From an optimization exercise on the open Yosys and OpenROAD flow, aimed at small area, a short achievable clock period and few clock cycles; shortcuts taken in it are not production practice.
No functional check of the RTL was part of any run shown here.
No activity file was given, so power comes from the tool's default toggle rates.

==> flow/design.v <==
`default_nettype none
package l2CachePkg;
  localparam int AddrWidth   = 32;
  localparam int ByteSelBits = 6;    
  localparam int IndexBits   = 4;
  localparam int NumSets     = 2 ** IndexBits;
  localparam int NumWays     = 4;
  localparam int NumLines    = NumSets * NumWays;
  localparam int TagBits     = AddrWidth - IndexBits - ByteSelBits;
  localparam int AgeBits     = 5;    
  localparam logic [1:0] StM = 2'd0, StE = 2'd1, StS = 2'd2, StI = 2'd3;
  localparam logic [1:0] BusNone = 2'd0, BusRead = 2'd1, BusRfo = 2'd2, BusInval = 2'd3;
  localparam logic [1:0] SnMiss = 2'd0, SnHit = 2'd1, SnHitM = 2'd2;
  localparam logic [4:0] AgeCodeInit = 5'd24;
  function automatic logic [4:0] ageTouch(input logic [4:0] code, input logic [1:0] u);
    case ({code, u})
      7'd0: ageTouch = 5'd24;
      7'd1: ageTouch = 5'd0;
      7'd2: ageTouch = 5'd2;
      7'd3: ageTouch = 5'd3;
      7'd4: ageTouch = 5'd16;
      7'd5: ageTouch = 5'd1;
      7'd6: ageTouch = 5'd2;
      7'd7: ageTouch = 5'd3;
      7'd8: ageTouch = 5'd25;
      7'd9: ageTouch = 5'd0;
      7'd10: ageTouch = 5'd2;
      7'd11: ageTouch = 5'd5;
      7'd12: ageTouch = 5'd17;
      7'd13: ageTouch = 5'd1;
      7'd14: ageTouch = 5'd4;
      7'd15: ageTouch = 5'd3;
      7'd16: ageTouch = 5'd8;
      7'd17: ageTouch = 5'd0;
      7'd18: ageTouch = 5'd4;
      7'd19: ageTouch = 5'd5;
      7'd20: ageTouch = 5'd9;
      7'd21: ageTouch = 5'd1;
      7'd22: ageTouch = 5'd4;
      7'd23: ageTouch = 5'd5;
      7'd24: ageTouch = 5'd8;
      7'd25: ageTouch = 5'd0;
      7'd26: ageTouch = 5'd4;
      7'd27: ageTouch = 5'd5;
      7'd28: ageTouch = 5'd9;
      7'd29: ageTouch = 5'd1;
      7'd30: ageTouch = 5'd4;
      7'd31: ageTouch = 5'd5;
      7'd32: ageTouch = 5'd8;
      7'd33: ageTouch = 5'd26;
      7'd34: ageTouch = 5'd10;
      7'd35: ageTouch = 5'd11;
      7'd36: ageTouch = 5'd9;
      7'd37: ageTouch = 5'd18;
      7'd38: ageTouch = 5'd10;
      7'd39: ageTouch = 5'd11;
      7'd40: ageTouch = 5'd8;
      7'd41: ageTouch = 5'd28;
      7'd42: ageTouch = 5'd10;
      7'd43: ageTouch = 5'd13;
      7'd44: ageTouch = 5'd9;
      7'd45: ageTouch = 5'd20;
      7'd46: ageTouch = 5'd12;
      7'd47: ageTouch = 5'd11;
      7'd48: ageTouch = 5'd8;
      7'd49: ageTouch = 5'd0;
      7'd50: ageTouch = 5'd12;
      7'd51: ageTouch = 5'd13;
      7'd52: ageTouch = 5'd9;
      7'd53: ageTouch = 5'd1;
      7'd54: ageTouch = 5'd12;
      7'd55: ageTouch = 5'd13;
      7'd56: ageTouch = 5'd8;
      7'd57: ageTouch = 5'd0;
      7'd58: ageTouch = 5'd12;
      7'd59: ageTouch = 5'd13;
      7'd60: ageTouch = 5'd9;
      7'd61: ageTouch = 5'd1;
      7'd62: ageTouch = 5'd12;
      7'd63: ageTouch = 5'd13;
      7'd64: ageTouch = 5'd16;
      7'd65: ageTouch = 5'd18;
      7'd66: ageTouch = 5'd27;
      7'd67: ageTouch = 5'd19;
      7'd68: ageTouch = 5'd17;
      7'd69: ageTouch = 5'd18;
      7'd70: ageTouch = 5'd10;
      7'd71: ageTouch = 5'd19;
      7'd72: ageTouch = 5'd16;
      7'd73: ageTouch = 5'd18;
      7'd74: ageTouch = 5'd29;
      7'd75: ageTouch = 5'd21;
      7'd76: ageTouch = 5'd17;
      7'd77: ageTouch = 5'd20;
      7'd78: ageTouch = 5'd12;
      7'd79: ageTouch = 5'd19;
      7'd80: ageTouch = 5'd16;
      7'd81: ageTouch = 5'd20;
      7'd82: ageTouch = 5'd2;
      7'd83: ageTouch = 5'd21;
      7'd84: ageTouch = 5'd17;
      7'd85: ageTouch = 5'd20;
      7'd86: ageTouch = 5'd4;
      7'd87: ageTouch = 5'd21;
      7'd88: ageTouch = 5'd16;
      7'd89: ageTouch = 5'd20;
      7'd90: ageTouch = 5'd2;
      7'd91: ageTouch = 5'd21;
      7'd92: ageTouch = 5'd17;
      7'd93: ageTouch = 5'd20;
      7'd94: ageTouch = 5'd4;
      7'd95: ageTouch = 5'd21;
      7'd96: ageTouch = 5'd24;
      7'd97: ageTouch = 5'd26;
      7'd98: ageTouch = 5'd27;
      7'd99: ageTouch = 5'd19;
      7'd100: ageTouch = 5'd25;
      7'd101: ageTouch = 5'd26;
      7'd102: ageTouch = 5'd27;
      7'd103: ageTouch = 5'd11;
      7'd104: ageTouch = 5'd24;
      7'd105: ageTouch = 5'd26;
      7'd106: ageTouch = 5'd29;
      7'd107: ageTouch = 5'd21;
      7'd108: ageTouch = 5'd25;
      7'd109: ageTouch = 5'd28;
      7'd110: ageTouch = 5'd27;
      7'd111: ageTouch = 5'd13;
      7'd112: ageTouch = 5'd24;
      7'd113: ageTouch = 5'd28;
      7'd114: ageTouch = 5'd29;
      7'd115: ageTouch = 5'd3;
      7'd116: ageTouch = 5'd25;
      7'd117: ageTouch = 5'd28;
      7'd118: ageTouch = 5'd29;
      7'd119: ageTouch = 5'd5;
      7'd120: ageTouch = 5'd24;
      7'd121: ageTouch = 5'd28;
      7'd122: ageTouch = 5'd29;
      7'd123: ageTouch = 5'd3;
      7'd124: ageTouch = 5'd25;
      7'd125: ageTouch = 5'd28;
      7'd126: ageTouch = 5'd29;
      7'd127: ageTouch = 5'd5;
      default: ageTouch = 5'd0;
    endcase
  endfunction
  function automatic logic [4:0] ageTouchLogic(input logic [4:0] code, input logic [1:0] u);
    logic [1:0]      v, ax, lo, hi, x, y, z, ua, nv, nx, ny, nz;
    logic [3:0][1:0] a, b;
    v  = code[4:3];
    ax = (code[2:1] == 2'd3) ? 2'd2 : code[2:1];
    lo = (ax == 2'd0) ? 2'd1 : 2'd0;
    hi = (ax == 2'd2) ? 2'd1 : 2'd2;
    x  = (v == 2'd0) ? 2'd1 : 2'd0;
    y  = (v <= 2'd1) ? 2'd2 : 2'd1;
    z  = (v == 2'd3) ? 2'd2 : 2'd3;
    for (int w = 0; w < 4; w++) begin
      a[w] = (w == v) ? 2'd3 :
             (w == x) ? ax :
             (w == y) ? (code[0] ? hi : lo) :
                        (code[0] ? lo : hi);
    end
    ua = a[u];
    for (int w = 0; w < 4; w++) begin
      b[w] = (w == u) ? 2'd0 : (a[w] < ua) ? a[w] + 2'd1 : a[w];
    end
    nv = {(b[2] == 2'd3) || (b[3] == 2'd3), (b[1] == 2'd3) || (b[3] == 2'd3)};
    nx = (nv == 2'd0) ? 2'd1 : 2'd0;
    ny = (nv <= 2'd1) ? 2'd2 : 2'd1;
    nz = (nv == 2'd3) ? 2'd2 : 2'd3;
    ageTouchLogic = {nv, b[nx], b[ny] > b[nz]};
  endfunction
endpackage
`default_nettype wire
`timescale 1ns/1ps
`default_nettype none
module tagStore (
  input  logic                                  clk,
  input  logic                                  clr,       
  input  logic [l2CachePkg::IndexBits-1:0]      rdIdx,
  input  logic [l2CachePkg::IndexBits-1:0]      wrIdx,
  input  logic                                  wrEn,
  input  logic [l2CachePkg::NumWays-1:0]        wrLine,    
  input  logic                                  wrAge,
  input  logic [l2CachePkg::TagBits-1:0]        wrTag,
  input  logic [1:0]                            wrState,
  input  logic [l2CachePkg::AgeBits-1:0]        wrAgeCode,
  output logic [l2CachePkg::NumWays-1:0][l2CachePkg::TagBits-1:0] rdTag,
  output logic [l2CachePkg::NumWays-1:0][1:0]   rdState,
  output logic [l2CachePkg::AgeBits-1:0]        rdAgeCode
);
  localparam int NumSets = l2CachePkg::NumSets;
  localparam int NumWays = l2CachePkg::NumWays;
  logic [NumSets-1:0][NumWays-1:0][l2CachePkg::TagBits-1:0] tagQ;
  logic [NumSets-1:0][NumWays-1:0][1:0]                     stateQ;
  logic [NumSets-1:0][l2CachePkg::AgeBits-1:0]              ageQ;
  for (genvar s = 0; s < NumSets; s++) begin : g_set
    logic                            setWr;
    logic [l2CachePkg::AgeBits-1:0]  age;
    assign setWr = wrEn && (wrIdx == s);
    for (genvar w = 0; w < NumWays; w++) begin : g_way
      logic [l2CachePkg::TagBits-1:0] tag;
      logic [1:0]                     state;
      always_ff @(posedge clk) begin
        if (setWr && wrLine[w]) tag <= wrTag;
      end
      always_ff @(posedge clk) begin
        if (clr)                     state <= l2CachePkg::StI;
        else if (setWr && wrLine[w]) state <= wrState;
      end
      assign tagQ[s][w]   = tag;
      assign stateQ[s][w] = state;
    end
    always_ff @(posedge clk) begin
      if (clr)                 age <= l2CachePkg::AgeCodeInit;
      else if (setWr && wrAge) age <= wrAgeCode;
    end
    assign ageQ[s] = age;
  end
  assign rdTag     = tagQ[rdIdx];
  assign rdState   = stateQ[rdIdx];
  assign rdAgeCode = ageQ[rdIdx];
endmodule
`default_nettype wire
`timescale 1ns/1ps
`default_nettype none
module wayLookup (
  input  logic [l2CachePkg::NumWays-1:0][l2CachePkg::TagBits-1:0] lineTag,
  input  logic [l2CachePkg::NumWays-1:0][1:0]   lineState,
  input  logic [l2CachePkg::AgeBits-1:0]        ageCode,
  input  logic [l2CachePkg::TagBits-1:0]        reqTag,
  input  logic                                  noLookup,   
  output logic [l2CachePkg::NumWays-1:0]        match,      
  output logic [1:0]                            victimWay
);
  logic [l2CachePkg::NumWays-1:0] free;
  always_comb begin
    for (int w = 0; w < l2CachePkg::NumWays; w++) begin
      free[w]  = (lineState[w] == l2CachePkg::StI);
      match[w] = !free[w] && (lineTag[w] == reqTag) && !noLookup;
    end
  end
  always_comb begin
    if      (free[0]) victimWay = 2'd0;
    else if (free[1]) victimWay = 2'd1;
    else if (free[2]) victimWay = 2'd2;
    else if (free[3]) victimWay = 2'd3;
    else              victimWay = ageCode[4:3];
  end
endmodule
`default_nettype wire
`timescale 1ns/1ps
`default_nettype none
module mesiPolicy (
  input  logic [l2CachePkg::NumWays-1:0]       match,      
  input  logic [l2CachePkg::NumWays-1:0][1:0]  lineState,
  input  logic [1:0]                           victimWay,
  input  logic [2:0]                           op,
  input  logic [1:0]                           snoopIn,
  output logic [8:0]                           resp        
);
  localparam logic [1:0] StM = l2CachePkg::StM, StE = l2CachePkg::StE;
  localparam logic [1:0] StS = l2CachePkg::StS, StI = l2CachePkg::StI;
  logic [l2CachePkg::NumWays-1:0][5:0] hitResp;    
  logic [5:0]                          missResp;
  logic [5:0]                          pickResp;
  logic                                hit;
  function automatic logic [5:0] onHit(input logic [2:0] code, input logic [1:0] st);
    logic m;
    m = (st == StM);
    case (code)
      3'd1:    onHit = {StM, m ? l2CachePkg::BusNone : l2CachePkg::BusInval, l2CachePkg::SnMiss};
      3'd4:    onHit = {StS, l2CachePkg::BusNone, m ? l2CachePkg::SnHitM : l2CachePkg::SnHit};
      3'd3:    onHit = {StI, l2CachePkg::BusNone, m ? l2CachePkg::SnHitM : l2CachePkg::SnMiss};
      3'd6:    onHit = {StI, l2CachePkg::BusNone, m ? l2CachePkg::SnHitM : l2CachePkg::SnHit};
      default: onHit = {st,  l2CachePkg::BusNone, l2CachePkg::SnMiss};    
    endcase
  endfunction
  always_comb begin
    case (op)
      3'd0, 3'd2: missResp = {(snoopIn == l2CachePkg::SnMiss) ? StE : StS, l2CachePkg::BusRead, l2CachePkg::SnMiss};
      3'd1:       missResp = {StM, l2CachePkg::BusRfo, l2CachePkg::SnMiss};
      default:    missResp = {StI, l2CachePkg::BusNone, l2CachePkg::SnMiss};    
    endcase
  end
  always_comb begin
    pickResp = '0;
    for (int w = 0; w < l2CachePkg::NumWays; w++) begin
      hitResp[w] = onHit(op, lineState[w]);
      pickResp   = pickResp | ({6{match[w]}} & hitResp[w]);
    end
  end
  assign hit  = |match;
  assign resp = {hit,
                 hit ? {match[2] | match[3], match[1] | match[3]} : victimWay,
                 hit ? pickResp : missResp};
endmodule
`default_nettype wire
`timescale 1ns/1ps
`default_nettype none
module statCounters (
  input  logic         clk,
  input  logic         rst,
  input  logic         countEn,    
  input  logic         isWrite,
  input  logic         hit,
  input  logic [1:0]   countSel,
  output logic [31:0]  countData
);
  logic [31:0] hitCnt;
  logic [31:0] missCnt;
  logic [31:0] readCnt;
  logic [31:0] writeCnt;
  always_ff @(posedge clk) begin
    if (rst) begin
      hitCnt   <= '0;
      missCnt  <= '0;
      readCnt  <= '0;
      writeCnt <= '0;
    end else if (countEn) begin
      if (hit) hitCnt <= hitCnt + 1'b1;
      else     missCnt <= missCnt + 1'b1;
      if (isWrite) writeCnt <= writeCnt + 1'b1;
      else         readCnt <= readCnt + 1'b1;
    end
  end
  always_ff @(posedge clk) begin
    case (countSel)
      2'd0:    countData <= hitCnt;
      2'd1:    countData <= missCnt;
      2'd2:    countData <= readCnt;
      default: countData <= writeCnt;
    endcase
  end
endmodule
`default_nettype wire
`timescale 1ns/1ps
`default_nettype none
module apbCmdPort (
  input  logic         clk,
  input  logic         rst,
  input  logic         psel,
  input  logic         penable,
  input  logic         pwrite,
  input  logic [31:0]  pwdata,
  output logic         pready,
  output logic         pslverr,
  output logic         respValid,    
  output logic         opL1,         
  output logic         opL1Write,
  output logic         opSnoop,
  output logic         opClear
);
  logic       setup;
  logic [2:0] code;
  assign setup = psel && !penable;
  assign code  = pwdata[4:2];
  always_ff @(posedge clk) begin
    if (rst) begin
      pready    <= 1'b0;
      respValid <= 1'b0;
    end else begin
      pready    <= setup;              
      respValid <= setup && pwrite;
    end
  end
  always_ff @(posedge clk) begin
    pslverr   <= pwrite && (code == 3'd5);    
    opL1      <= (code == 3'd0) || (code == 3'd1) || (code == 3'd2);
    opL1Write <= (code == 3'd1);
    opSnoop   <= (code == 3'd3) || (code == 3'd4) || (code == 3'd6);
    opClear   <= (code == 3'd7);
  end
endmodule
`default_nettype wire
`timescale 1ns/1ps
`default_nettype none
module l2Cache (
  input  logic         clk,
  input  logic         rst,
  input  logic         psel,
  input  logic         penable,
  input  logic         pwrite,
  input  logic [31:0]  paddr,
  input  logic [31:0]  pwdata,
  output logic         pready,
  output logic [31:0]  prdata,
  output logic         pslverr,
  output logic [8:0]   resp,
  output logic         respValid
);
  localparam int NumWays = l2CachePkg::NumWays;
  localparam int TagBits = l2CachePkg::TagBits;
  localparam int AgeBits = l2CachePkg::AgeBits;
  logic [TagBits-1:0] reqTag;
  logic [3:0]         reqIndex;
  assign reqTag   = paddr[31:10];
  assign reqIndex = paddr[9:6];
  logic opL1, opL1Write, opSnoop, opClear;
  apbCmdPort i_apbCmdPort (
    .clk       (clk),
    .rst       (rst),
    .psel      (psel),
    .penable   (penable),
    .pwrite    (pwrite),
    .pwdata    (pwdata),
    .pready    (pready),
    .pslverr   (pslverr),
    .respValid (respValid),
    .opL1      (opL1),
    .opL1Write (opL1Write),
    .opSnoop   (opSnoop),
    .opClear   (opClear)
  );
  logic [NumWays-1:0][TagBits-1:0] rdTag;
  logic [NumWays-1:0][1:0]         rdState;
  logic [AgeBits-1:0]              rdAgeCode;
  logic [NumWays-1:0]              lkMatch;
  logic [1:0]                      lkVictim;
  logic [8:0]                      lkResp;
  wayLookup i_wayLookup (
    .lineTag   (rdTag),
    .lineState (rdState),
    .ageCode   (rdAgeCode),
    .reqTag    (reqTag),
    .noLookup  (pwdata[4:2] == 3'd7),
    .match     (lkMatch),
    .victimWay (lkVictim)
  );
  mesiPolicy i_mesiPolicy (
    .match     (lkMatch),
    .lineState (rdState),
    .victimWay (lkVictim),
    .op        (pwdata[4:2]),
    .snoopIn   (pwdata[1:0]),
    .resp      (lkResp)
  );
  logic [AgeBits-1:0] ageCode;
  always_ff @(posedge clk) begin
    resp    <= lkResp;
    ageCode <= rdAgeCode;
  end
  logic               hit;
  logic [1:0]         useWay;
  logic [1:0]         newState;
  logic [NumWays-1:0] wrLine;
  assign hit      = resp[8];
  assign useWay   = resp[7:6];
  assign newState = resp[5:4];
  always_comb begin
    for (int w = 0; w < NumWays; w++) begin
      wrLine[w] = (opL1 || (opSnoop && hit)) && (useWay == w);
    end
  end
  tagStore i_tagStore (
    .clk       (clk),
    .clr       (rst || (respValid && opClear)),
    .rdIdx     (reqIndex),
    .wrIdx     (reqIndex),
    .wrEn      (respValid),
    .wrLine    (wrLine),
    .wrAge     (opL1),
    .wrTag     (reqTag),
    .wrState   (newState),
    .wrAgeCode (l2CachePkg::ageTouchLogic(ageCode, useWay)),
    .rdTag     (rdTag),
    .rdState   (rdState),
    .rdAgeCode (rdAgeCode)
  );
  statCounters i_statCounters (
    .clk       (clk),
    .rst       (rst),
    .countEn   (respValid && opL1),
    .isWrite   (opL1Write),
    .hit       (hit),
    .countSel  (paddr[3:2]),
    .countData (prdata)
  );
endmodule
`default_nettype wire
==> flow/run.sh <==
#!/bin/bash
# synth_recipe.tcl (not shown) runs the flow's synth.tcl, then flattens the netlist and writes it again
# the make line also repeats each setting of config.mk as NAME=value (left out here)
make -C /OpenROAD-flow-scripts/flow DESIGN_CONFIG=/design/flow/config.mk WORK_HOME=/design/flow/orfs CLKGATE_MAP_FILE= SYNTH_SCRIPT=/design/flow/synth_recipe.tcl finish
==> flow/config.mk <==
export PLATFORM = sky130hd
export DESIGN_NAME = l2Cache
export DESIGN_NICKNAME = l2Cache
export VERILOG_FILES = /design/flow/design.v
export SDC_FILE = /design/flow/constraint.sdc
export NUM_CORES = 4
export LEC_CHECK = 0
export CAP_MARGIN = 20
export CORE_MARGIN = 2
export CORE_UTILIZATION = 55
export SETUP_SLACK_MARGIN = 3.0
export SLEW_MARGIN = 20
==> flow/constraint.sdc <==
create_clock -name core_clock -period 6.0 [get_ports {clk}]
set_input_delay 1.2000 -clock core_clock [delete_from_list [all_inputs] [get_ports {clk}]]
set_output_delay 1.2000 -clock core_clock [all_outputs]
set_load 0.01 [all_outputs]
==> results of run 1 <==
==> sequential cells by signal (all words and copies together) (netlist names), 5 cells and up <==
register and flops:
i_statCounters.countData 32, i_tagStore.g_set.age 80, i_statCounters.hitCnt 32, i_statCounters.readCnt 32, resp 9, i_tagStore.g_set.g_way.tag 1408
i_statCounters.writeCnt 32, i_statCounters.missCnt 32, i_tagStore.g_set.g_way.state 128, ageCode 5
==> path summary, 6_finish.rpt <==
kind              cells past startpoint  slack [ps]                               endpoint                                   from
hold reg to reg                       2         470  i_tagStore.g_set[0].g_way[0].state[0]  i_tagStore.g_set[0].g_way[0].state[0]
hold / removal                        2         470  i_tagStore.g_set[0].g_way[0].state[0]  i_tagStore.g_set[0].g_way[0].state[0]
setup reg to reg                     15        2640            i_tagStore.g_set[12].age[0]                             ageCode[2]
setup / recovery                     12        2150                                resp[4]                              paddr[12]
==> worst reg2reg max path: cells and delay by family, from the launching register on <==
family	cells	cell delay, ps
AO/OA/AOI/OAI	5	980
adder cells (fa/ha/maj)	2	580
AND/OR/NAND/NOR	6	530
multiplexers	1	520
flip-flops	1	380
buffers and inverters	1	250
==> cell type report <==
cell class / instances / area (um^2)
diodes: 3 / 7.51
clock buffers: 248 / 5080
clock inverters: 98 / 902
fillers: 9451 / 45600
inverters: 41 / 206
multi-input cells: 2529 / 24200
flip-flops and latches: 1797 / 50100
well taps: 1768 / 2210
repair buffers: 453 / 5150
repair inverters: 4 / 30.0
==> stage by stage <==
step	setup WS [ps]	cells	area, um^2	hold WS (ps)
floorplan	1980	4612	75300	435
global placement	571	6386	77900	449
detailed placement	579	6386	77900	451
CTS	2280	6886	86800	470
global route	2180	6938	87900	501
finish	2150	6941	87900	473
==> synth_stat cells (7+ instances only) <==
cell type  count
a211oi_1      11
a21o_1        11
a21oi_1       81
a221oi_1      15
a22o_1        25
a22oi_1       80
a31oi_1        7
a32oi_1        8
and2_1        10
and3_1        45
and4_1        11
buf_1         16
buf_2         47
buf_4         29
buf_6         44
clkbuf_1     138
clkinv_1       7
dfxtp_1      389
edfxtp_1    1408
inv_1         30
mux2_2        21
mux2i_1      275
mux4_2       376
nand2_1      328
nand2b_1       9
nand3_1      201
nand4_1       41
nor2_1       294
nor2b_1       16
nor3_1        30
o211ai_1      38
o21ai_0      183
o221ai_1       8
o22ai_1       22
o2bb2ai_1     10
or3_1         28
xnor2_1      112
xor2_1        75
==> placed cells by master, fill, tap and decap left out, types with 20 or more instances in the layout <==
| cell | n |
|---|---|
| mux4_2 | 376 |
| clkinv_2 | 30 |
| inv_1 | 22 |
| nor3_1 | 27 |
| clkdlybuf4s50_1 | 45 |
| buf_6 | 20 |
| edfxtp_1 | 1408 |
| o211ai_1 | 38 |
| dfxtp_1 | 378 |
| buf_4 | 255 |
| nand2_1 | 314 |
| buf_12 | 62 |
| nor2_1 | 206 |
| xnor2_1 | 101 |
| mux2i_1 | 261 |
| clkbuf_1 | 47 |
| buf_16 | 27 |
| buf_2 | 22 |
| a21oi_1 | 63 |
| a22o_1 | 25 |
| nand3_1 | 184 |
| o21ai_0 | 169 |
| xor2_1 | 75 |
| nand4_1 | 41 |
| or3_1 | 27 |
| and3_1 | 40 |
| clkbuf_16 | 193 |
| nor2_4 | 120 |
| a22oi_1 | 76 |
| clkinv_1 | 41 |
| mux2_2 | 21 |
==> repair_timing <==
action,4_1_cts,5_1_grt
setup buffers,96,45
resized for setup,248,121
pin swaps,80,38
cloned,58,7
setup endpoints to repair,1673,366
hold buffers,0,0
==> routing by layer <==
layer | global-route usage [%] | up-vias | wire (um)
met5 | 0 | - | 27
met1 | 48.0 | 23465 | 91000
met4 | 13.3 | 4 | 9990
li1 | - | 18983 | -
met3 | 7.53 | 498 | 25200
met2 | 50.7 | 2582 | 105000
==> cells by family after synthesis <==
kind of cell | count (synthesis)
xor gates and xnor gates | 187
buffers and inverters | 326
and+or+nand+nor | 1046
adders and majority gates | 7
DFF | 1797
AOI/OAI and AO/OA | 574
muxes | 675
==> report_power, final <==
part	leakage, nW	internal, mW	switching [mW]
Sequential	15.8	13.4	0.0181
Combinational	10.5	0.749	1.30
Clock	2.92	6.58	4.82
Total	29.2	20.7	6.14
==> flow_summary.json, run 1 <==
{
  "status": "timing/DRC/antenna clean",
  "grt_pass1_wl_um": 324000,
  "vias": 45532,
  "grt_max_degree": 129,
  "yosysTopAreaCell": "edfxtp_1",
  "synth_top_family_by_area": "multiplexers",
  "relSlewSlack_pct": 22.7,
  "grt_overflow_total": 0,
  "cpMaxStageDelayCell": "nor2_1",
  "leakage_nw": 29.2,
  "worst_pin_slew_ps": 1160,
  "die_x_um": 370,
  "clkSinkCount": 1797,
  "cts_inserted_buffers": 185,
  "clkTransAtPathRegs_ps": 60,
  "dp_hpwl_um": 129000,
  "yosysUniqueCellTypes": 94,
  "synth.area.mux_share_pct": 15.6,
  "core_um2": 133000,
  "io_pins": 113,
  "port_buffers": 81,
  "syn_to_final_growth_pct": 19.0,
  "antenna_found_initial": 10,
  "setup_viol": 0,
  "dieArea_um2": 137000,
  "layout-drive-gt1-share_pct": 27.1,
  "worstPathArrival_ps": 4500,
  "initial_utilization_pct": 55.3,
  "cap_violations": 0,
  "max_stage_delay_ps": 930,
  "drtAntennaViolNets": 0,
  "place_congestion": 0.871,
  "endpoint_kind": "flop",
  "power.density_nw_per_um2": 306,
  "fin_util_pct": 65.8,
  "wl_per_cell_um": 33.3,
  "totalWireLength_um": 231000,
  "startpoint_type": "input pin",
  "dieHeight_um": 370,
  "cp.required_ps": 6660,
  "synth_area_leaders": "edfxtp_1 (57%), mux4_2 (11%), dfxtp_1 (11%)",
  "htreeDepth": 4,
  "synth_compound_area_share_pct": 5.19,
  "fmax_mhz": 260,
  "worst_ir_drop_vdd_mv": 0.314,
  "fin_nets": 5086,
  "synthSimpleGateAreaFrac_pct": 6.55,
  "critPathKind": "input pin to flop",
  "avgSynthCellArea_um2": 16.0,
  "cp_num_buf_inv": 4,
  "critPathTopFamily": "simple AND/OR/NAND/NOR gates",
  "finalCritPeriodShare_pct": 64.1,
  "first_pass_iters": 5,
  "fin_skew_ps": 30.7,
  "drc": 0,
  "cts-root-buf": "clkbuf_16",
  "cp_max_fo": 7,
  "rsz0062_at_grt": "true",
  "report.final.slew_viol_count": 0,
  "drt-initial-drc-count": 6236,
  "syn_nets": 4687,
  "cts_tree": "yes",
  "synth_edf_count": 1408,
  "grt_pass1_vias": 43215,
  "synth_xor_area_share_pct": 2.22,
  "synth_top_area_share_pct": 57.2,
  "grt_usage_pct": 33.6,
  "ys_warn_count": 6,
  "synth-main-ff-cell": "edfxtp_1",
  "tns_ps": 0,
  "synth-seq-area-share_pct": 67.8,
  "syn_area_um2": 73900,
  "finalHoldViolCount": 0,
  "clk_latency_ps": 820,
  "cts.path.max_buffers": 3,
  "async_flop_share_pct": 0,
  "path_cells": "buf_2, inv_1, nor2_1, a2111oi_4, nand3_1, or4b_4, nor3_4, buf_12, or4_4, buf_6, nor4_4, a211oi_2",
  "vias_per_cell": 6.56,
  "netlist_instances": 4612,
  "synthAdderAreaFrac_pct": 0.115,
  "core.rowCount": 134,
  "timing.final.crit_period_ps": 3850,
  "finalPower_mw": 26.9,
  "hp-class": "flop to flop",
  "synth_seq_cells": 1797
}
==> run 2, diff against run 1 <==
--- a/flow/config.mk
+++ b/flow/config.mk
@@ -6,7 +6,8 @@
 export NUM_CORES = 4
 export LEC_CHECK = 0
+export ABC_CLOCK_PERIOD_IN_PS = 3000
 export CAP_MARGIN = 20
 export CORE_MARGIN = 2
 export CORE_UTILIZATION = 55
-export SETUP_SLACK_MARGIN = 3.0
+export SETUP_SLACK_MARGIN = 2.5
 export SLEW_MARGIN = 20
==> run 2 against run 1 <==
Effect of this change: utilization is 0.68 points lower; maximum frequency is 3.5% higher; first-iteration DRC count is 12% lower; power is 0.94% lower; synthesized area stayed put; register-to-register slack better by 60 ps; cell count is 0.52% lower; clock power hardly changed; clock skew is 2.1 ps lower; critical endpoint is now resp[2]; highest routed layer unchanged.
==> flow_summary.json, run 2 <==
{
  "hold_depth": 2,
  "reg2reg_to": "i_tagStore.g_set[11].age[0]",
  "synthTopCellsByCount": "edfxtp_1 (1,408), dfxtp_1 (389), mux4_2 (376), nand2_1 (328), nor2_1 (294)",
  "leakage_nw": 29.1,
  "reg2reg_depth": 15,
  "path_cells": "buf_16, buf_16, buf_12, buf_16, buf_4, mux4_2, o311ai_2, or4b_4, nor4_4, buf_4, o21bai_4, nor4_4, buf_4, or4_4, buf_8, nor3_1, a21o_1",
  "power.density_nw_per_um2": 306,
  "clkTransAtPathRegs_ps": 60,
  "finalPower_mw": 26.6,
  "synth_area_leaders": "edfxtp_1 (57%), mux4_2 (11%), dfxtp_1 (11%)",
  "vias_per_cell": 6.47,
  "final_area_um2": 87000,
  "worst_pin_slew_ps": 1130,
  "final_cells": 6905,
  "max_stage_delay_ps": 580,
  "status": "timing/DRC/antenna clean",
  "avgSynthCellArea_um2": 16.0,
  "fin_nets": 5062,
  "vias": 44643,
  "io_pins": 113,
  "wl_per_cell_um": 31.6,
  "cap_violations": 0,
  "critPathLaunch": "paddr[7]",
  "cp.required_ps": 6700,
  "hp-class": "flop to flop",
  "yosysUniqueCellTypes": 94,
  "setup_viol": 0,
  "antenna_found_initial": 4,
  "clkSinkCount": 1797,
  "cts_inserted_buffers": 182,
  "layout-drive-gt1-share_pct": 25.4,
  "rsz0062_at_grt": "true",
  "p_switching_mw": 5.92,
  "fin_skew_ps": 28.6,
  "cts_hold_buf": 0,
  "relSlewSlack_pct": 24.7,
  "placed_area_um2": 77500,
  "grt_usage_pct": 31.7,
  "grt_max_degree": 161,
  "report.final.slew_viol_count": 0,
  "async_flop_share_pct": 0,
  "startpoint_type": "input pin",
  "fmax_mhz": 269,
  "nFillCells": 9547,
  "yosysMostFrequentCell": "edfxtp_1",
  "grt_overflow_total": 0,
  "top_register": "i_tagStore.g_set.g_way.tag",
  "drc": 0,
  "cts-root-buf": "clkbuf_16",
  "ys_warn_count": 6,
  "p_int_mw": 20.7,
  "synth-seq-area-share_pct": 67.8,
  "synth_top_area_share_pct": 57.2,
  "diodes": 0,
  "endpoint_kind": "flop",
  "crit_end": "resp[2]",
  "yosysTopAreaCell": "edfxtp_1",
  "layout_common_cells": "edfxtp_1 (1,408), dfxtp_1 (380), mux4_2 (376), nand2_1 (320), buf_4 (260)",
  "cts_tree": "yes",
  "clk_latency_ps": 820,
  "syn_area_um2": 73900,
  "initial_utilization_pct": 55.3,
  "worst_ir_drop_vdd_mv": 0.262,
  "reg2reg_from": "ageCode[2]",
  "grt_pass1_wl_um": 308000,
  "first_pass_iters": 6,
  "tns_ps": 0,
  "core_um2": 133000,
  "final_common_cell": "edfxtp_1",
  "largest_register_ffs": 1408,
  "worstPathArrival_ps": 4410,
  "die_x_um": 370,
  "synth-main-ff-cell": "edfxtp_1",
  "reg_top3": "i_tagStore.g_set.g_way.tag x1408, i_tagStore.g_set.g_way.state x128, i_tagStore.g_set.age x80",
  "dieArea_um2": 137000,
  "synth_seq_cells": 1797,
  "p_seq_share_pct": 50.4,
  "drtAntennaViolNets": 0,
  "cts.path.max_buffers": 3,
  "core.rowCount": 134,
  "syn_nets": 4687,
  "port_buffers": 81,
  "htreeDepth": 4,
  "dp_cells": 6389,
  "synth_edf_count": 1408,
  "cp_max_fo": 7,
  "netlist_instances": 4612,
  "dp_hpwl_um": 125000,
  "syn_to_final_growth_pct": 17.7,
  "timing.final.crit_period_ps": 3720,
  "place_congestion": 0.846,
  "grt_pass1_vias": 42780,
  "swShare_pct": 22.2,
  "power_frac_comb_pct": 7.2,
  "drt-initial-drc-count": 5500,
  "totalWireLength_um": 218000,
  "rrSetupSlack_ps": 2700,
  "dieHeight_um": 370,
  "critPathKind": "input pin to flop",
  "clockPowerShare_pct": 42.4,
  "cpMaxStageDelayCell": "or4b_4",
  "finalHoldViolCount": 0,
  "finalCritPeriodShare_pct": 61.9
}
run 2: cell counts after synthesis:
No cell type changed its count.
run 2: worst max-delay path, delay by kind of cell:
family	cells	cell delay (ps)
AO/OA/AOI/OAI	3	340
buffers and inverters	8	1300
AND/OR/NAND/NOR	5	1260
multiplexers	1	290
run 2: through the flow:
stage / utilization [%] / hold WS (ps) / setup slack (ps)
finish: 65.2 / 466 / 2280
global route: 65.2 / 497 / 2260
CTS: 64.3 / 465 / 2260
detailed placement: 58.1 / 450 / 561
global placement: 58.1 / 448 / 534
floorplan: - / 436 / 1980
run 2: layout make-up:
| class | instances | area (um^2) | share of cell area [%] |
|---|---|---|---|
| Multi-Input combinational cell | 2508 | 23400 | 26.9 |
| Clock buffer | 235 | 4870 | 5.60 |
| Inverter | 41 | 194 | 0.223 |
| Clock inverter | 99 | 1020 | 1.17 |
| Timing Repair Buffer | 457 | 5190 | 5.97 |
| Tap cell | 1768 | 2210 | 2.54 |
| Sequential cell | 1797 | 50100 | 57.6 |
run 2: logic make-up (layout without fill, tap and decap cells):
kind of cell / Yosys count / in the layout / synth area share, %
adders and majority gates: 7 / 7 / 0.115
buffers and inverters: 326 / 832 / 2.53
AOI/OAI and AO/OA: 574 / 574 / 5.19
muxes: 675 / 675 / 15.6
and+or+nand+nor: 1046 / 1065 / 6.55
DFF: 1797 / 1797 / 67.8
xor gates and xnor gates: 187 / 187 / 2.22
run 2: how the worst min path moves through the flow:
stage | start | end
2_1_floorplan | i_tagStore.g_set[2].g_way[0].state[0] | i_tagStore.g_set[2].g_way[0].state[0]
3_3_place_gp | i_tagStore.g_set[2].g_way[0].state[1] | i_tagStore.g_set[2].g_way[0].state[1]
3_5_place_dp | i_tagStore.g_set[2].g_way[0].state[1] | i_tagStore.g_set[2].g_way[0].state[1]
4_1_cts | i_tagStore.g_set[2].g_way[0].state[1] | i_tagStore.g_set[2].g_way[0].state[1]
5_1_grt | i_tagStore.g_set[4].age[4] | i_tagStore.g_set[4].age[4]
6_report | i_tagStore.g_set[2].g_way[0].state[1] | i_tagStore.g_set[2].g_way[0].state[1]
run 2: per-layer routing:
layer  wire length (um)  share of wire (%)  up-vias  GRT usage [%]
met1              89700                 41    23289           45.6
li1                   -                  -    18873              -
met5                103              0.047        -              0
met4               6900                3.2        2           10.3
met3              18800                8.6      371           5.13
met2             103000                 47     2108           49.8
run 2: power groups by stage:
stage	Sequential, mW	Combinational [mW]	Clock, mW
after floorplan	13.7	0.958	0
after global placement	13.7	1.58	0
after detailed placement	13.7	1.59	0
after CTS	13.4	1.80	11.5
after global routing	13.4	1.98	11.9
final	13.4	1.91	11.3
run 2: repair_timing:
item / 4_1_cts / 5_1_grt
setup endpoints to repair: 1057 / 319
cloned: 37 / 8
pin swaps: 53 / 39
buffers inserted: 93 / 44
resized for setup: 169 / 96
==> run 3, diff against run 2 <==
--- a/flow/design.v
+++ b/flow/design.v
@@ -146,30 +146,4 @@
     endcase
   endfunction
-  function automatic logic [4:0] ageTouchLogic(input logic [4:0] code, input logic [1:0] u);
-    logic [1:0]      v, ax, lo, hi, x, y, z, ua, nv, nx, ny, nz;
-    logic [3:0][1:0] a, b;
-    v  = code[4:3];
-    ax = (code[2:1] == 2'd3) ? 2'd2 : code[2:1];
-    lo = (ax == 2'd0) ? 2'd1 : 2'd0;
-    hi = (ax == 2'd2) ? 2'd1 : 2'd2;
-    x  = (v == 2'd0) ? 2'd1 : 2'd0;
-    y  = (v <= 2'd1) ? 2'd2 : 2'd1;
-    z  = (v == 2'd3) ? 2'd2 : 2'd3;
-    for (int w = 0; w < 4; w++) begin
-      a[w] = (w == v) ? 2'd3 :
-             (w == x) ? ax :
-             (w == y) ? (code[0] ? hi : lo) :
-                        (code[0] ? lo : hi);
-    end
-    ua = a[u];
-    for (int w = 0; w < 4; w++) begin
-      b[w] = (w == u) ? 2'd0 : (a[w] < ua) ? a[w] + 2'd1 : a[w];
-    end
-    nv = {(b[2] == 2'd3) || (b[3] == 2'd3), (b[1] == 2'd3) || (b[3] == 2'd3)};
-    nx = (nv == 2'd0) ? 2'd1 : 2'd0;
-    ny = (nv <= 2'd1) ? 2'd2 : 2'd1;
-    nz = (nv == 2'd3) ? 2'd2 : 2'd3;
-    ageTouchLogic = {nv, b[nx], b[ny] > b[nz]};
-  endfunction
 endpackage
 `default_nettype wire
@@ -232,5 +206,5 @@
   input  logic [l2CachePkg::TagBits-1:0]        reqTag,
   input  logic                                  noLookup,   
-  output logic [l2CachePkg::NumWays-1:0]        match,      
+  output logic [l2CachePkg::NumWays-1:0]        match,
   output logic [1:0]                            victimWay
 );
@@ -257,43 +231,69 @@
   input  logic [l2CachePkg::NumWays-1:0][1:0]  lineState,
   input  logic [1:0]                           victimWay,
-  input  logic [2:0]                           op,
-  input  logic [1:0]                           snoopIn,
-  output logic [8:0]                           resp        
+  input  logic                                 opL1Read,   
+  input  logic                                 opL1Write,
+  input  logic                                 opSnRead,
+  input  logic                                 opSnInval,
+  input  logic                                 opSnRfo,
+  input  logic                                 snoopInMiss,
+  output logic                                 hit,
+  output logic [1:0]                           useWay,
+  output logic [1:0]                           newState,
+  output logic [1:0]                           busOp,
+  output logic [1:0]                           snoopOut,
+  output logic [l2CachePkg::NumWays-1:0]       wrLine
 );
-  localparam logic [1:0] StM = l2CachePkg::StM, StE = l2CachePkg::StE;
-  localparam logic [1:0] StS = l2CachePkg::StS, StI = l2CachePkg::StI;
-  logic [l2CachePkg::NumWays-1:0][5:0] hitResp;    
-  logic [5:0]                          missResp;
-  logic [5:0]                          pickResp;
-  logic                                hit;
-  function automatic logic [5:0] onHit(input logic [2:0] code, input logic [1:0] st);
-    logic m;
-    m = (st == StM);
-    case (code)
-      3'd1:    onHit = {StM, m ? l2CachePkg::BusNone : l2CachePkg::BusInval, l2CachePkg::SnMiss};
-      3'd4:    onHit = {StS, l2CachePkg::BusNone, m ? l2CachePkg::SnHitM : l2CachePkg::SnHit};
-      3'd3:    onHit = {StI, l2CachePkg::BusNone, m ? l2CachePkg::SnHitM : l2CachePkg::SnMiss};
-      3'd6:    onHit = {StI, l2CachePkg::BusNone, m ? l2CachePkg::SnHitM : l2CachePkg::SnHit};
-      default: onHit = {st,  l2CachePkg::BusNone, l2CachePkg::SnMiss};    
-    endcase
-  endfunction
+  logic [1:0] hitWay;
+  logic [1:0] oldState;    
+  logic       oldM;
+  logic       isL1;
+  logic       isSnoop;
+  assign hit     = |match;
+  assign hitWay  = {match[2] | match[3], match[1] | match[3]};
+  assign useWay  = hit ? hitWay : victimWay;
+  assign isL1    = opL1Read || opL1Write;
+  assign isSnoop = opSnRead || opSnInval || opSnRfo;
   always_comb begin
-    case (op)
-      3'd0, 3'd2: missResp = {(snoopIn == l2CachePkg::SnMiss) ? StE : StS, l2CachePkg::BusRead, l2CachePkg::SnMiss};
-      3'd1:       missResp = {StM, l2CachePkg::BusRfo, l2CachePkg::SnMiss};
-      default:    missResp = {StI, l2CachePkg::BusNone, l2CachePkg::SnMiss};    
-    endcase
+    oldState = 2'b00;
+    for (int w = 0; w < l2CachePkg::NumWays; w++) begin
+      oldState = oldState | ({2{match[w]}} & lineState[w]);
+    end
+  end
+  assign oldM = hit && (oldState == l2CachePkg::StM);
+  always_comb begin
+    newState = hit ? oldState : l2CachePkg::StI;
+    busOp    = l2CachePkg::BusNone;
+    snoopOut = l2CachePkg::SnMiss;
+    if (opL1Read) begin
+      if (!hit) begin
+        newState = snoopInMiss ? l2CachePkg::StE : l2CachePkg::StS;
+        busOp    = l2CachePkg::BusRead;
+      end
+    end
+    if (opL1Write) begin
+      newState = l2CachePkg::StM;
+      if (!hit)      busOp = l2CachePkg::BusRfo;
+      else if (!oldM) busOp = l2CachePkg::BusInval;
+    end
+    if (opSnRead) begin
+      if (hit) begin
+        newState = l2CachePkg::StS;
+        snoopOut = oldM ? l2CachePkg::SnHitM : l2CachePkg::SnHit;
+      end
+    end
+    if (opSnInval) begin
+      newState = l2CachePkg::StI;
+      snoopOut = oldM ? l2CachePkg::SnHitM : l2CachePkg::SnMiss;
+    end
+    if (opSnRfo) begin
+      newState = l2CachePkg::StI;
+      if (hit) snoopOut = oldM ? l2CachePkg::SnHitM : l2CachePkg::SnHit;
+    end
   end
   always_comb begin
-    pickResp = '0;
     for (int w = 0; w < l2CachePkg::NumWays; w++) begin
-      hitResp[w] = onHit(op, lineState[w]);
-      pickResp   = pickResp | ({6{match[w]}} & hitResp[w]);
+      wrLine[w] = (isL1 && (useWay == w)) || (isSnoop && match[w]);
     end
   end
-  assign hit  = |match;
-  assign resp = {hit,
-                 hit ? {match[2] | match[3], match[1] | match[3]} : victimWay,
-                 hit ? pickResp : missResp};
 endmodule
 `default_nettype wire
@@ -326,10 +326,10 @@
     end
   end
-  always_ff @(posedge clk) begin
+  always_comb begin
     case (countSel)
-      2'd0:    countData <= hitCnt;
-      2'd1:    countData <= missCnt;
-      2'd2:    countData <= readCnt;
-      default: countData <= writeCnt;
+      2'd0:    countData = hitCnt;
+      2'd1:    countData = missCnt;
+      2'd2:    countData = readCnt;
+      default: countData = writeCnt;
     endcase
   end
@@ -344,12 +344,17 @@
   input  logic         penable,
   input  logic         pwrite,
+  input  logic [31:0]  paddr,
   input  logic [31:0]  pwdata,
   output logic         pready,
   output logic         pslverr,
   output logic         respValid,    
-  output logic         opL1,         
+  output logic         opL1Read,     
   output logic         opL1Write,
-  output logic         opSnoop,
-  output logic         opClear
+  output logic         opSnRead,
+  output logic         opSnInval,
+  output logic         opSnRfo,
+  output logic         opClear,
+  output logic         snoopInMiss,
+  output logic [1:0]   countSel
 );
   logic       setup;
@@ -367,9 +372,13 @@
   end
   always_ff @(posedge clk) begin
-    pslverr   <= pwrite && (code == 3'd5);    
-    opL1      <= (code == 3'd0) || (code == 3'd1) || (code == 3'd2);
-    opL1Write <= (code == 3'd1);
-    opSnoop   <= (code == 3'd3) || (code == 3'd4) || (code == 3'd6);
-    opClear   <= (code == 3'd7);
+    pslverr     <= pwrite && (code == 3'd5);    
+    opL1Read    <= (code == 3'd0) || (code == 3'd2);
+    opL1Write   <= (code == 3'd1);
+    opSnRead    <= (code == 3'd4);
+    opSnInval   <= (code == 3'd3);
+    opSnRfo     <= (code == 3'd6);
+    opClear     <= (code == 3'd7);
+    snoopInMiss <= (pwdata[1:0] == 2'd0);
+    countSel    <= paddr[3:2];              
   end
 endmodule
@@ -398,19 +407,25 @@
   assign reqTag   = paddr[31:10];
   assign reqIndex = paddr[9:6];
-  logic opL1, opL1Write, opSnoop, opClear;
+  logic opL1Read, opL1Write, opSnRead, opSnInval, opSnRfo, opClear, snoopInMiss;
+  logic [1:0] countSel;
   apbCmdPort i_apbCmdPort (
-    .clk       (clk),
-    .rst       (rst),
-    .psel      (psel),
-    .penable   (penable),
-    .pwrite    (pwrite),
-    .pwdata    (pwdata),
-    .pready    (pready),
-    .pslverr   (pslverr),
-    .respValid (respValid),
-    .opL1      (opL1),
-    .opL1Write (opL1Write),
-    .opSnoop   (opSnoop),
-    .opClear   (opClear)
+    .clk         (clk),
+    .rst         (rst),
+    .psel        (psel),
+    .penable     (penable),
+    .pwrite      (pwrite),
+    .paddr       (paddr),
+    .pwdata      (pwdata),
+    .pready      (pready),
+    .pslverr     (pslverr),
+    .respValid   (respValid),
+    .opL1Read    (opL1Read),
+    .opL1Write   (opL1Write),
+    .opSnRead    (opSnRead),
+    .opSnInval   (opSnInval),
+    .opSnRfo     (opSnRfo),
+    .opClear     (opClear),
+    .snoopInMiss (snoopInMiss),
+    .countSel    (countSel)
   );
   logic [NumWays-1:0][TagBits-1:0] rdTag;
@@ -419,5 +434,4 @@
   logic [NumWays-1:0]              lkMatch;
   logic [1:0]                      lkVictim;
-  logic [8:0]                      lkResp;
   wayLookup i_wayLookup (
     .lineTag   (rdTag),
@@ -429,29 +443,40 @@
     .victimWay (lkVictim)
   );
-  mesiPolicy i_mesiPolicy (
-    .match     (lkMatch),
-    .lineState (rdState),
-    .victimWay (lkVictim),
-    .op        (pwdata[4:2]),
-    .snoopIn   (pwdata[1:0]),
-    .resp      (lkResp)
-  );
-  logic [AgeBits-1:0] ageCode;
+  logic [NumWays-1:0]      match;
+  logic [NumWays-1:0][1:0] lineState;
+  logic [AgeBits-1:0]      ageCode;
+  logic [1:0]              victimWay;
   always_ff @(posedge clk) begin
-    resp    <= lkResp;
-    ageCode <= rdAgeCode;
+    match     <= lkMatch;
+    lineState <= rdState;
+    ageCode   <= rdAgeCode;
+    victimWay <= lkVictim;
   end
   logic               hit;
   logic [1:0]         useWay;
   logic [1:0]         newState;
+  logic [1:0]         busOp;
+  logic [1:0]         snoopOut;
   logic [NumWays-1:0] wrLine;
-  assign hit      = resp[8];
-  assign useWay   = resp[7:6];
-  assign newState = resp[5:4];
-  always_comb begin
-    for (int w = 0; w < NumWays; w++) begin
-      wrLine[w] = (opL1 || (opSnoop && hit)) && (useWay == w);
-    end
-  end
+  mesiPolicy i_mesiPolicy (
+    .match       (match),
+    .lineState   (lineState),
+    .victimWay   (victimWay),
+    .opL1Read    (opL1Read),
+    .opL1Write   (opL1Write),
+    .opSnRead    (opSnRead),
+    .opSnInval   (opSnInval),
+    .opSnRfo     (opSnRfo),
+    .snoopInMiss (snoopInMiss),
+    .hit         (hit),
+    .useWay      (useWay),
+    .newState    (newState),
+    .busOp       (busOp),
+    .snoopOut    (snoopOut),
+    .wrLine      (wrLine)
+  );
+  assign resp = {hit, useWay, newState, busOp, snoopOut};
+  logic isL1;
+  assign isL1 = opL1Read || opL1Write;
   tagStore i_tagStore (
     .clk       (clk),
@@ -461,8 +486,8 @@
     .wrEn      (respValid),
     .wrLine    (wrLine),
-    .wrAge     (opL1),
+    .wrAge     (isL1),
     .wrTag     (reqTag),
     .wrState   (newState),
-    .wrAgeCode (l2CachePkg::ageTouchLogic(ageCode, useWay)),
+    .wrAgeCode (l2CachePkg::ageTouch(ageCode, useWay)),
     .rdTag     (rdTag),
     .rdState   (rdState),
@@ -472,8 +497,8 @@
     .clk       (clk),
     .rst       (rst),
-    .countEn   (respValid && opL1),
+    .countEn   (respValid && isL1),
     .isWrite   (opL1Write),
     .hit       (hit),
-    .countSel  (paddr[3:2]),
+    .countSel  (countSel),
     .countData (prdata)
   );
--- a/flow/config.mk
+++ b/flow/config.mk
@@ -6,8 +6,6 @@
 export NUM_CORES = 4
 export LEC_CHECK = 0
-export ABC_CLOCK_PERIOD_IN_PS = 3000
 export CAP_MARGIN = 20
 export CORE_MARGIN = 2
-export CORE_UTILIZATION = 55
-export SETUP_SLACK_MARGIN = 2.5
+export CORE_UTILIZATION = 40
 export SLEW_MARGIN = 20
==> run 3 against run 2 <==
Effect of this change: still clean on timing, DRC and antenna; clock skew up 55 ps; first-iteration DRC count decreased by 19%; synthesized cell count down 8.2%; power down 3.1%; sequential share of layout area increased by 3.2 points; worst setup slack got worse by 1400 ps; critical path type is now flop to primary output; critical endpoint is now resp[5].
==> flow_summary.json, run 3 <==
{
  "status": "timing/DRC/antenna clean",
  "cts_tree": "yes",
  "ctsResizeCount": 0,
  "clk_latency_ps": 850,
  "synth_top_area_share_pct": 59.2,
  "p_switching_mw": 5.64,
  "post_cts_buffers": 0,
  "core_um2": 178000,
  "startpoint_type": "flop",
  "yosysUniqueCellTypes": 68,
  "clkTransAtPathRegs_ps": 60,
  "yosysTopAreaCell": "edfxtp_1",
  "totalWireLength_um": 181000,
  "grt_usage_pct": 20.0,
  "place_congestion": 0.824,
  "ys_warn_count": 6,
  "cts.path.max_buffers": 3,
  "cap_violations": 0,
  "layout_common_cells": "edfxtp_1 (1,408), mux4_2 (469), dfxtp_1 (366), nand2_1 (311), nor2_1 (217)",
  "synth-seq-area-share_pct": 69.5,
  "first_pass_iters": 5,
  "htreeDepth": 4,
  "critPathKind": "flop to primary output",
  "drt-initial-drc-count": 4474,
  "fin_skew_ps": 83.3,
  "core.rowCount": 155,
  "vias_per_cell": 5.65,
  "port_buffers": 81,
  "initial_utilization_pct": 40.1,
  "async_flop_share_pct": 0,
  "reg_top3": "i_tagStore.g_set.g_way.tag x1408, i_tagStore.g_set.g_way.state x128, i_tagStore.g_set.age x80",
  "leakage_nw": 26.0,
  "syn_to_final_growth_pct": 14.4,
  "p_int_mw": 20.2,
  "final_common_cell": "edfxtp_1",
  "avgSynthCellArea_um2": 16.9,
  "relSlewSlack_pct": 25.1,
  "grt_pass1_vias": 39198,
  "finalCritPeriodShare_pct": 85.1,
  "dp_hpwl_um": 106000,
  "syn_nets": 4314,
  "die_x_um": 426,
  "clockPowerShare_pct": 44.0,
  "largest_register_ffs": 1408,
  "synth_area_leaders": "edfxtp_1 (59%), mux4_2 (15%), dfxtp_1 (10%)",
  "grt_pass1_wl_um": 267000,
  "vias": 39163,
  "synthTopCellsByCount": "edfxtp_1 (1,408), mux4_2 (469), dfxtp_1 (367), nand2_1 (311), nor2_1 (282)",
  "layout-drive-gt1-share_pct": 22.7,
  "timing.final.crit_period_ps": 5110,
  "clkSinkCount": 1775,
  "synthSimpleGateAreaFrac_pct": 6.13,
  "rsz0062_at_grt": "false",
  "worst_pin_slew_ps": 1120,
  "nFillCells": 15135,
  "netlist_instances": 4233,
  "yosysMostFrequentCell": "edfxtp_1",
  "io_pins": 113,
  "synth_compound_area_share_pct": 3.41,
  "cts-root-buf": "clkbuf_16",
  "synth_top_family_by_area": "multiplexers",
  "drc": 0,
  "top_register": "i_tagStore.g_set.g_way.tag",
  "fmax_mhz": 196,
  "synth-main-ff-cell": "edfxtp_1",
  "synth_xor_area_share_pct": 2.39,
  "drtAntennaViolNets": 0,
  "cp.required_ps": 4800,
  "tns_ps": 0,
  "swShare_pct": 21.8,
  "endpoint_kind": "primary output",
  "syn_area_um2": 71400,
  "dieArea_um2": 182000,
  "cts_hold_buf": 0,
  "cts_inserted_buffers": 184,
  "cp_max_fo": 11,
  "grt_max_degree": 193,
  "power.density_nw_per_um2": 316,
  "synth.area.mux_share_pct": 16.5,
  "hp-class": "flop to flop",
  "fin_nets": 4498,
  "worstPathArrival_ps": 3910,
  "report.final.slew_viol_count": 0,
  "p_seq_share_pct": 51.4,
  "fin_util_pct": 45.9,
  "synthAdderAreaFrac_pct": 0.210,
  "wl_per_cell_um": 26.1,
  "worst_ir_drop_vdd_mv": 0.235,
  "setup_viol": 0,
  "power_frac_comb_pct": 4.6,
  "grt_overflow_total": 0,
  "synth_seq_cells": 1775,
  "antenna_found_initial": 7,
  "synth_edf_count": 1408,
  "dieHeight_um": 426,
  "finalHoldViolCount": 0
}
## run 3: path summary, 6_finish.rpt
check | startpoint | end | slack (ps) | depth (start not counted)
min | i_tagStore.g_set[14].age[0] | i_tagStore.g_set[14].age[0] | 450 | 2
max | match[3] | resp[5] | 890 | 6
min reg2reg | i_tagStore.g_set[14].age[0] | i_tagStore.g_set[14].age[0] | 450 | 2
max reg2reg | match[3] | i_tagStore.g_set[3].g_way[0].state[0] | 1820 | 10
## run 3: cell families after synthesis
group / after synthesis
buf+inv: 289
mux: 586
flops: 1775
simple gates: 964
xor+xnor: 195
fa+ha+maj: 12
compound gates: 412
## run 3: final cells by class
class	count	area, um^2	area share [%]
tap	2355	2950	3.61
antenna	2	5.00	0.00613
inverter	27	108	0.132
timing repair buffer	260	2210	2.70
clock buffer	237	4950	6.06
sequential	1775	49600	60.8
multi-input combinational	2169	20700	25.4
clock inverter	105	1090	1.34
## run 3: per-layer routing
layer / vias up / global-route usage [%] / share of wire, %
met5: - / 0 / 0.015
met4: 4 / 4.96 / 2.2
met2: 1348 / 31.6 / 47
met3: 250 / 3.23 / 6.5
met1: 20515 / 28.9 / 44
li1: 17046 / - / -
## run 3: through the flow
stage	total power [mW]	instances	hold WS [ps]	worst slack [ps]	instance area [um^2]
finish	25.8	6930	454	893	81700
global route	26.6	6929	473	905	81700
CTS	26.1	6927	456	877	81700
detailed placement	14.7	6585	448	1430	75600
global placement	14.7	6585	442	1490	75600
floorplan	14.2	4233	433	1830	71400
## run 3: power by group through the flow
stage          sequential, mW  combinational (mW)  clock, mW
2_1_floorplan            13.5               0.716          0
3_3_place_gp             13.5                1.20          0
3_5_place_dp             13.5                1.21          0
4_1_cts                  13.3                1.21       11.6
5_1_grt                  13.3                1.28       12.1
6_report                 13.3                1.20       11.3
## run 3: worst max-delay path: stages, from the launching register on
cell             delay [ps]
dfxtp_1                 500
nor4_4                  640
inv_2                   240
a21oi_1                 180
nor2_1                   50
o211ai_1                750
clkdlybuf4s50_1         690

afterwards: timing with drivers on the ports:
Ports are ideal in the flow. The routed layouts listed here were re-timed in OpenROAD.
Step 1 (the two cells are an assumption about what drives the block):
set clk [get_ports {clk}]
set_driving_cell -lib_cell sky130_fd_sc_hd__clkbuf_16 $clk
set_driving_cell -lib_cell sky130_fd_sc_hd__buf_2 [delete_from_list [all_inputs] $clk]
Step 2 also shifts input and output timing later by t, the mid clock arrival at the registers, as if the neighbouring blocks saw the same clock.
Three values: ideal ports, drivers, drivers and shift; two values: the first two.
| run | shift t [ns] | slack for setup (ns) | hold WS [ns] | worst setup path at the end |
|---|---|---|---|---|
| run 1 | 0.891 | 2.153 / 1.787 / 0.896 | 0.473 / 0.473 / 0.473 | input to register |
| run 2 | 0.890 | 2.284 / 1.938 / 1.048 | 0.466 / 0.466 / 0.466 | input to register |
| run 3 | 0.883 | 0.893 / 0.807 / 1.450 | 0.454 / 0.454 / 0.454 | input to register |
After both steps setup and hold are still met in every run listed. The setup slack of run 1, which loses most, moves by -0.366 ns with the drivers and by -1.257 ns with both steps.
